What follows belongs to an exercise in optimizing a design on an open flow for small area, a short achievable clock period and few clock cycles per item; a production flow would make more cautious choices.
Function was checked by simulation only, so behaviour that the tests miss may differ from the original.
Power figures rest on the tool's default switching activity, not on a simulated workload.

==> flow/design.v (excerpt) <==
module mlp_coproc (
	input  logic        ACLK,
	input  logic        ARESETN,
	input  logic        s_axis_tvalid,
	input  logic [31:0] s_axis_tdata,
	output logic        s_axis_tready,
	output logic        m_axis_tvalid,
	output logic [31:0] m_axis_tdata,
	output logic        m_axis_tlast,
	input  logic        m_axis_tready
);
For scale: roughly 5900 cells after synthesis, roughly 4200 flip-flops, ~71 I/O pins.
==> flow/config.mk <==
export PLATFORM = sky130hd
export DESIGN_NAME = mlp_coproc
export DESIGN_NICKNAME = mlp_coproc
export VERILOG_FILES = /design/flow/design.v
export SDC_FILE = /design/flow/constraint.sdc
export NUM_CORES = 4
export LEC_CHECK = 0
export ABC_CLOCK_PERIOD_IN_PS = 3500
export CAP_MARGIN = 20
export CORE_MARGIN = 2
export CORE_UTILIZATION = 65
export CTS_CLUSTER_DIAMETER = 80
export CTS_CLUSTER_SIZE = 25
export SLEW_MARGIN = 20
==> flow/constraint.sdc <==
create_clock -name core_clock -period 11.0 [get_ports {ACLK}]
set_input_delay 2.2000 -clock core_clock [delete_from_list [all_inputs] [get_ports {ACLK}]]
set_output_delay 2.2000 -clock core_clock [all_outputs]
set_load 0.01 [all_outputs]
standard.sh (not shown) runs the stock make flow with config.mk's settings and CLKGATE_MAP_FILE= SYNTH_SCRIPT=/design/flow/synth_recipe.tcl, a recipe that flattens the netlist after the stock synthesis.
==> flow/flow/run.sh <==
#!/bin/bash
set -euo pipefail
SETUP_MARGIN=7.5
bash standard.sh SETUP_SLACK_MARGIN=$SETUP_MARGIN "BUFFER_PORTS_ARGS=-buffer_cell sky130_fd_sc_hd__buf_4" finish > flow_standard.log 2>&1
Testbench counts at the start, summed over its fixed seeds: cycles 18,592, frames 32.
Then changed:
--- a/flow/design.v
+++ b/flow/design.v
@@ -181,20 +181,22 @@
 		f6_1 <= (kk == 3'd6);
 		bs0  <= bmem[{kk + 3'd1, 1'b0}];
 		bs1  <= bmem[{kk + 3'd1, 1'b1}];
 		f0_2 <= f0_1;
 		f6_2 <= f6_1;
 		p0l  <= a_now * bs0[3:0];
 		p0h  <= a_now * bs0[7:4];
 		p1l  <= a_now * bs1[3:0];
 		p1h  <= a_now * bs1[7:4];
-		acc0 <= (f0_2 ? acc_width'(bmem[0]) : acc0) + acc_width'(p0l) + acc_width'({p0h, 4'd0});
-		acc1 <= (f0_2 ? acc_width'(bmem[1]) : acc1) + acc_width'(p1l) + acc_width'({p1h, 4'd0});
+		if (v2) begin
+			acc0 <= (f0_2 ? acc_width'(bmem[0]) : acc0) + acc_width'(p0l) + acc_width'({p0h, 4'd0});
+			acc1 <= (f0_2 ? acc_width'(bmem[1]) : acc1) + acc_width'(p1l) + acc_width'({p1h, 4'd0});
+		end
 	end
 	logic [7:0]  h0, h1;
 	logic [7:0]  sat0;
 	logic [6:2]  st;
 	logic [7:0]  opc;
 	logic [3:0]  opn;
 	logic [11:0] prod;
 	logic [16:0] osum;
 	logic        yv;
@@ -211,19 +213,21 @@
 	end
 	always_ff @(posedge ACLK) begin
 		if (v3) begin
 			h0 <= sat0;
 			h1 <= sat_hi(acc1);
 		end
 		opc  <= (v3 || st[2]) ? c1 : c2;
 		opn  <= v3 ? sat0[3:0] : st[2] ? h0[7:4] : st[3] ? h1[3:0] : h1[7:4];
 		prod <= opc * opn;
-		osum <= (st[3] ? 17'(c0) : osum) + ((st[4] || st[6]) ? 17'({prod, 4'd0}) : 17'(prod));
+		if (st[3] || st[4] || st[5] || st[6]) begin
+			osum <= (st[3] ? 17'(c0) : osum) + ((st[4] || st[6]) ? 17'({prod, 4'd0}) : 17'(prod));
+		end
 	end
 	assign y = osum[16] ? 8'hff : osum[15:8];
 	logic       e0_v, e1_v, e2_v;
 	logic [8:0] e0, e1, e2;
 	logic [8:0] yl;
 	logic [5:0] rcnt;
 	assign take = e0_v && m_axis_tready;
 	assign yl   = {rcnt == 6'd63, y};
 	always_ff @(posedge ACLK) begin
The changed run produced a clean layout.
Sequential power barely changes.
Wire length drops by about 0.35%.
Worst hold slack is better by 0.019 ns.
Count of clock-buffer cells in the layout is unchanged.
Via count climbs by about 0.8%.
Worst setup slack is better by 0.037 ns.
Fmax climbs by about 1%.
Die area climbs by 0.70%.
Total power drops by 1.1%.
Final area climbs by about 0.6%.
Non-clock buffer count drops by 2.
Testbench counts after the change, summed over its fixed seeds: cycles 18,592, frames 32.

afterwards: timing with drivers on the ports:
The results above use ideal ports. As a check the final layouts listed here were re-extracted and re-timed, cells and wires unchanged. Step 1: set_driving_cell puts a clkbuf_16 on ACLK and a buf_2 on each other input, an assumption about the parent block. Step 2 times the ports against the registers' clock, not the clock port: input delays grow and output delays shrink by t, the midpoint of the rising clock arrivals with the driver on. Three values: ideal, step 1, step 2; two values: the first two.
run	shift t [ns]	slack for setup (ns)	slew at the worst register clock pin (ns)	worst data-port slew with drivers (ns)	cell pins on the clock port's net
the first run	0.893	7.422 / 7.341 / 6.980	0.10 / 0.10	0.13	1
the second run	0.877	7.459 / 7.384 / 6.946	0.10 / 0.10	0.08	1
After both steps setup and hold are still met in every run listed. The setup slack of the second run, which loses most, moves by -0.075 ns with the drivers and by -0.513 ns with both steps.
